This design comes from an exercise in tuning for small area, a short achievable clock period and few clock cycles per item on the open sky130 flow, not from production work.
The RTL of this run was laid out without a check of its function.
Power and IR drop assume default switching activity.

===== flow/config.mk =====
export PLATFORM = sky130hd
export DESIGN_NAME = line_follow_steering_core
export DESIGN_NICKNAME = line_follow_steering_core
export VERILOG_FILES = /design/flow/design.v
export SDC_FILE = /design/flow/constraint.sdc
export NUM_CORES = 4
export LEC_CHECK = 0
export CAP_MARGIN = 20
export CORE_MARGIN = 2
export CORE_UTILIZATION = 40
export SLEW_MARGIN = 20

===== flow/constraint.sdc =====
create_clock -name core_clock -period 11.0 [get_ports {clock}]
set_input_delay 2.2000 -clock core_clock [delete_from_list [all_inputs] [get_ports {clock}]]
set_output_delay 2.2000 -clock core_clock [all_outputs]
set_load 0.01 [all_outputs]

===== flow/design.v =====
`timescale 1ns / 1ps
package lfs_pkg;
   localparam int CSR_IDX_W = 3;
   localparam int CSR_W     = 16;
   localparam logic [CSR_IDX_W-1:0] CSR_MODE        = 3'd0;
   localparam logic [CSR_IDX_W-1:0] CSR_BASE_SPEED  = 3'd1;
   localparam logic [CSR_IDX_W-1:0] CSR_SHARP_GAIN  = 3'd2;
   localparam logic [CSR_IDX_W-1:0] CSR_SMOOTH_GAIN = 3'd3;
   localparam logic [CSR_IDX_W-1:0] CSR_PROP_GAIN   = 3'd4;
   localparam logic [CSR_IDX_W-1:0] CSR_DERIV_GAIN  = 3'd5;
   typedef enum logic [1:0] {
      MODE_DIG3 = 2'd0,
      MODE_DIG2 = 2'd1,
      MODE_PD   = 2'd2,
      MODE_ONE  = 2'd3
   } mode_type;
   localparam int LEVEL_W = 10;
   localparam int ERR_W   = 11;
   localparam int DIFF_W  = 12;
   localparam int GAIN_W  = 16;
   localparam int PROP_W  = GAIN_W + ERR_W;
   localparam int DER_W   = GAIN_W + DIFF_W;
   localparam int ACC_W   = 28;
   localparam int SPD_W   = ACC_W - 8;
   localparam int OFF_W   = 13;
   localparam int AMT_W   = 12;
   typedef struct packed {
      logic [2:0]         line_bits;
      logic [LEVEL_W-1:0] left_level;
      logic [LEVEL_W-1:0] right_level;
   } req_word_type;
   typedef struct packed {
      logic       left_forward;
      logic [7:0] left_duty;
      logic       right_forward;
      logic [7:0] right_duty;
   } rsp_word_type;
   typedef struct packed {
      mode_type                  mode;
      logic [7:0]                base_speed;
      logic [3:0]                sharp_gain;
      logic [3:0]                smooth_gain;
      logic signed [GAIN_W-1:0]  prop_gain;
      logic signed [GAIN_W-1:0]  deriv_gain;
   } cfg_type;
   typedef struct packed {
      logic                     pd;
      logic signed [OFF_W-1:0]  offset;
      logic signed [ERR_W-1:0]  err;
      logic signed [DIFF_W-1:0] diff;
   } front_word_type;
   typedef struct packed {
      logic                     pd;
      logic signed [OFF_W-1:0]  offset;
      logic signed [PROP_W-1:0] prop_term;
      logic signed [DER_W-1:0]  deriv_term;
   } mult_word_type;
endpackage
`timescale 1ns / 1ps
module line_follow_steering_core (
   input  logic        clock,
   input  logic        reset,
   input  logic        req_valid,
   output logic        req_stall,
   input  logic [22:0] req_word,
   output logic        rsp_valid,
   input  logic        rsp_stall,
   output logic [17:0] rsp_word,
   input  logic        csr_write_en,
   input  logic [2:0]  csr_index,
   input  logic [15:0] csr_data
);
   logic [1:0]         mode;
   logic [7:0]         base;
   logic [3:0]         sharp;
   logic [3:0]         smooth;
   logic signed [15:0] gp;
   logic signed [15:0] gd;
   always_ff @(posedge clock) begin
      if (reset) begin
         mode   <= 2'd0;
         base   <= 8'd120;
         sharp  <= 4'd1;
         smooth <= 4'd1;
         gp     <= '0;
         gd     <= '0;
      end else if (csr_write_en) begin
         case (csr_index)
            3'd0: mode   <= csr_data[1:0];
            3'd1: base   <= csr_data[7:0];
            3'd2: sharp  <= csr_data[3:0];
            3'd3: smooth <= csr_data[3:0];
            3'd4: gp     <= csr_data;
            3'd5: gd     <= csr_data;
            default: ;
         endcase
      end
   end
   wire pd = (mode == 2'd2);
   wire [2:0] bits = req_word[22:20];
   wire [9:0] lvl_l = req_word[19:10];
   wire [9:0] lvl_r = req_word[9:0];
   wire signed [10:0] sh16 = $signed({3'b000, sharp, 4'b0000});
   wire signed [10:0] sm7  = $signed({4'b0000, smooth, 3'b000}) - $signed({7'b0000000, smooth});
   logic signed [10:0] m0;
   logic               emit0;
   always_comb begin
      emit0 = 1'b1;
      m0    = '0;
      case (mode)
         2'd0: begin
            case (bits)
               3'b001:  m0 = sh16;
               3'b011:  m0 = sm7;
               3'b100:  m0 = -sh16;
               3'b110:  m0 = -sm7;
               3'b101:  emit0 = 1'b0;
               default: m0 = '0;
            endcase
         end
         2'd1: begin
            case (bits[1:0])
               2'b01:   m0 = sh16;
               2'b10:   m0 = -sh16;
               default: m0 = '0;
            endcase
         end
         2'd2: begin
            m0 = $signed({1'b0, lvl_l}) - $signed({1'b0, lvl_r});
         end
         default: begin
            if (lvl_l == 10'd0)        emit0 = 1'b0;
            else if (lvl_l <= 10'd400) m0 = -11'sd10;
            else if (lvl_l < 10'd800)  m0 = '0;
            else                       m0 = 11'sd10;
         end
      endcase
   end
   logic               sk_v, a_v, b_v, o_v;
   logic signed [10:0] sk_m, a_m;
   wire                stall  = o_v & rsp_stall;
   wire                accept = req_valid & ~sk_v;
   wire                new_v  = accept & emit0;
   assign req_stall = sk_v;
   assign rsp_valid = o_v;
   always_ff @(posedge clock) begin
      if (reset) begin
         sk_v <= 1'b0;
      end else if (stall) begin
         if (new_v) sk_v <= 1'b1;
      end else begin
         sk_v <= 1'b0;
      end
   end
   always_ff @(posedge clock) begin
      if (stall && new_v) sk_m <= m0;
   end
   always_ff @(posedge clock) begin
      if (reset) begin
         a_v <= 1'b0;
         b_v <= 1'b0;
         o_v <= 1'b0;
      end else if (!stall) begin
         a_v <= sk_v | new_v;
         b_v <= a_v;
         o_v <= b_v;
      end
   end
   always_ff @(posedge clock) begin
      if (!stall) a_m <= sk_v ? sk_m : m0;
   end
   logic signed [10:0] prev;
   always_ff @(posedge clock) begin
      if (reset)                   prev <= '0;
      else if (!stall && a_v && pd) prev <= a_m;
   end
   wire signed [11:0] diff = a_m - prev;
   wire signed [15:0] a1   = pd ? gp : 16'sd2560;
   wire signed [15:0] a2   = pd ? gd : 16'sd0;
   wire signed [27:0] steer = a1 * a_m + a2 * diff;
   wire signed [19:0] q     = steer[27:8];
   wire               nz    = |steer[7:0];
   logic signed [10:0] qc;
   always_comb begin
      if (q > 20'sd1023)       qc = 11'sd1023;
      else if (q < -20'sd1024) qc = -11'sd1024;
      else                     qc = q[10:0];
   end
   logic signed [10:0] b_q;
   logic               b_nz;
   always_ff @(posedge clock) begin
      if (!stall) begin
         b_q  <= qc;
         b_nz <= nz;
      end
   end
   wire signed [11:0] t = b_q + $signed({1'b0, base});
   wire signed [11:0] w = b_q - $signed({1'b0, base});
   wire signed [12:0] sl = t + $signed({1'b0, b_nz & t[11]});
   wire signed [12:0] sr = w + $signed({1'b0, b_nz & w[11]});
   wire [12:0] ml = sl[12] ? -sl : sl;
   wire [12:0] mr = sr[12] ? -sr : sr;
   wire fl = ~sl[12] & (sl != 0);
   wire fr = sr[12];
   wire [7:0] dl = (ml > 13'd255) ? 8'hFF : ml[7:0];
   wire [7:0] dr = (mr > 13'd255) ? 8'hFF : mr[7:0];
   logic [17:0] o_w;
   always_ff @(posedge clock) begin
      if (!stall) o_w <= {fl, dl, fr, dr};
   end
   assign rsp_word = o_w;
endmodule

===== flow/run.sh =====
#!/bin/bash
# synth_recipe.tcl (not shown) runs the flow's synth.tcl, then flattens the netlist and writes it again
# the make line also repeats each setting of config.mk as NAME=value (left out here)
make -C /OpenROAD-flow-scripts/flow DESIGN_CONFIG=/design/flow/config.mk WORK_HOME=/design/flow/orfs CLKGATE_MAP_FILE= SYNTH_SCRIPT=/design/flow/synth_recipe.tcl finish

==> notes.md <==
-- final cells by class --
class / count / area share (%)
multi-input cells: 1805 / 70.2
flip-flops and latches: 117 / 12.0
inverters: 515 / 8.09
well taps: 696 / 3.65
repair buffers: 86 / 3.43
clock buffers: 19 / 1.99
clock inverters: 13 / 0.655
-- power groups by stage --
stage | Combinational [mW] | Clock (mW) | Sequential [mW]
floorplan | 1.37 | 0 | 0.562
global route | 2.01 | 0.631 | 0.598
global placement | 1.75 | 0 | 0.603
CTS | 1.79 | 0.609 | 0.595
finish | 1.78 | 0.598 | 0.592
detailed placement | 1.78 | 0 | 0.603
-- kinds of logic after synthesis --
group	Yosys count
XOR/XNOR	94
buffers and inverters	623
AND/OR/NAND/NOR	841
flip-flops	117
multiplexers	30
adder cells (fa/ha/maj)	538
AO/OA/AOI/OAI	302
-- worst max-delay path: cells and delay by family, from the launching register on --
kind	cells	cell delay, ns
AOI/OAI and AO/OA	14	3.42
adders and majority gates	9	4.38
buffers and inverters	3	0.32
DFF	1	0.69
muxes	1	0.63
and+or+nand+nor	4	0.61
-- flip-flops by register name, indices dropped and copies added (netlist names), 8 cells and up --
| register | flops |
|---|---|
| o_w | 18 |
| prev | 11 |
| base | 8 |
| gp | 16 |
| b_q | 11 |
| sk_m | 11 |
| a_m | 11 |
| gd | 16 |
-- path summary, 6_finish.rpt --
kind / startpoint / end / slack, ns / cells after the start
setup / recovery: a_m[2] / b_q[3] / 0.77 / 31
hold / removal: gd[8] / gd[8] / 0.45 / 2
setup reg to reg: a_m[2] / b_q[3] / 0.77 / 31
hold reg to reg: gd[8] / gd[8] / 0.45 / 2
-- layer usage --
layer / track usage, % / vias up / routed length, um
met5: 0 / - / 0
met4: 6.40 / 0 / 1600
met3: 3.63 / 103 / 3250
met2: 35.6 / 473 / 27500
met1: 29.0 / 8418 / 26100
li1: - / 7876 / -
-- layout by cell type, fill, tap and decap left out, types with 8 or more instances in the layout --
cell type        netlist  layout
o211ai_1              16      16
a21oi_1              111     110
mux2_2                 9       9
nor3_1                30      30
ha_1                 142     141
a211oi_1              12      12
o21a_1                11      11
nand3_1               25      25
clkdlybuf4s50_1        0      65
a31oi_1                8       8
nor2b_1               23      23
nand2_1              415     414
nor2_1               139     139
xor2_1                24      24
mux2i_1               21      20
buf_4                  2      19
and2_1                41      41
o21ai_1                8       9
and3_1                60      60
xnor2_1               68      66
or2_2                 11      11
fa_1                 395     395
a21o_1                15      15
o21ai_0               49      48
inv_1                514     514
clkbuf_16              0      19
edfxtp_1              52      52
nand2b_1              49      49
dfxtp_1               65      65
-- metrics by stage --
step	cell area (um2)	util (%)	hold WS (ns)
finish	23900	44.2	0.450
global route	23900	44.2	0.487
CTS	23900	44.2	0.455
detailed placement	23200	43.0	0.447
global placement	23200	43.0	0.439
floorplan	22000	-	0.431
-- what timing repair did --
action / in CTS / in global routing
setup endpoints to repair: 0 / 10
hold buffers: 0 / 0
resized for setup: 0 / 1
==> flow_summary_export.csv <==
group,metric,value,unit
status,status,"no timing/DRC/antenna violations",
power_and_ir_drop,power.density,124,mW/mm2
detailed_routing,ant_nets,0,
sta,finalHoldViolations,0,
yosys,synth_edf_count,52,
yosys,async_flop_share,0,%
sta,tightest_slew,1.06,ns
min_path,hold_path_class,"register to register",
yosys,ys.flop_type,"dfxtp_1",
sta,slew_viol_final,0,
yosys,yosysUniqueCellTypes,94,
setup_path,cpPeakStageDelay,0.69,ns
yosys,netlist_area,0.0220,mm2
detailed_routing,wire_per_inst,18.0,um
clocking,root_buffer,"clkbuf_16",
setup_path,path_max_fanout,18,
yosys,avgSynthCellArea,8.63,um2
yosys,synth_fa_ha_area_share,44.2,%
sta,fin_worst_skew,0.0118,ns
clocking,cts_buffers,17,
clocking,cts_tree,"built",
die,io_pins,67,
detailed_routing,vias,16900,
sta,maxSlewHeadroom,28.1,%
yosys,yosys-top-cells-area,"fa_1, inv_1, ha_1",
clocking,clock_sinks,117,
power_and_ir_drop,p_int,1.60,mW
sta,tns,0,ns
cells_and_area,stdcell_count,3251,
sta,fin_ws,0.769,ns
cells_and_area,antenna_cells,0,
yosys,ys_ff_latch,117,
yosys,synth-compound-area-share,9.12,%
setup_path,crit_top_cell,"fa_1",
placed_design,place_ws,0.623,ns
detailed_routing,drt_iter0_drc,1045,
grt,track_usage,21.5,%
setup_path,startpoint_type,"register",
setup_path,cp_slowest_cell,"edfxtp_1",
detailed_routing,drc_errors,0,
power_and_ir_drop,swShare,46.0,%
placed_design,dpl.cell_count,3218,
power_and_ir_drop,seq_power_share,19.9,%
clocking,cts_setup_buffers,0,
placed_design,place_hpwl,49100,um
sta,fin_crit_sh,93.0,%
die,start_util,40.6,%
clocking,clk_path_buf_depth,2,
sta,fmax,97.7,MHz
power_and_ir_drop,power.leakage,11.3,nW
cells_and_area,syn_to_final_growth,8.79,%
clocking,ctsHtreeMaxLevel,4,
die,dieWidth,238,um
flow_run,maxCapViolCount,0,
detailed_routing,dr.pass1.iters,5,
grt,antenna_found_initial,0,
yosys,synth_seq_area_share,13.0,%
die,die_y,238,um
detailed_routing,routed_via_density,5.19,
cells_and_area,drive_gt1_share,4.31,%
clocking,clk_latency,0.45,ns
yosys,yosys.area_share.xor_xnor,3.82,%
cells_and_area,multi_input_area,0.0168,mm2
yosys,synth.most_common_cell,"inv_1",
die,placementRows,85,
grt,grt_max_degree,70,
detailed_routing,wl,58500,um
yosys,synth.top_cells.by_count,"inv_1, nand2_1, fa_1",
grt,first_global_vias,17700,
yosys,synth_top_area_cell,"fa_1",
yosys,synth_top_cell_area_share,36.0,%
cells_and_area,fill_cells,5297,
power_and_ir_drop,total_power,2.97,mW
yosys,syn_inst,2545,
sta,rsz0062_at_grt,"false",
power_and_ir_drop,vdd_drop_max,98.0,uV
grt,grt_pass1_wl,95700,um
die,fp.dieArea,0.0568,mm2
setup_path,cp.required,11.31,ns
placed_design,place_congestion,0.906,
clocking,clk_pin_slew,0.06,ns
sta,setup_violations,0,
setup_path,crit_type,"register to register",
setup_path,crit_arrival,10.54,ns
cells_and_area,final_net_count,3126,
power_and_ir_drop,combPwrFrac,59.9,%
setup_path,critPathCaptureType,"register",
power_and_ir_drop,p_switching,1.37,mW
power_and_ir_drop,p_clk_share,20.1,%
yosys,synthMuxAreaShare,1.42,%
yosys,yosysWarnings,1,
yosys,yosys.area_share.simple,17.7,%
cells_and_area,seq_area,0.00286,mm2
sta,period_minus_slack,10.23,ns
grt,grt_overflow,0,
die,fp.coreArea,0.0540,mm2
yosys,synth_top_family_by_area,"adder cells",
yosys,syn_nets,3129,
placed_design,io_buffers,66,

port drivers added, routing unchanged:
How much do the figures lean on ideal ports? The routed layout below was timed once more, with nothing changed but the port constraints. Step 1 assumes that a clkbuf_16 drives the clock port and a buf_2 every other input. Step 2 times the ports against the registers' clock, not the clock port: input delays grow and output delays shrink by t, the midpoint of the rising clock arrivals with the driver on. a / b / c = ideal ports / drivers / drivers and shift; a / b = the first two.
t (ns): 0.485
setup slack, ns: 0.769 / 0.769 / 0.769
cell pins on the clock port's net: 1
After both steps this run still meets setup and hold. For this run, drivers alone change the setup slack by 0.000 ns; drivers and shift together by 0.000 ns.
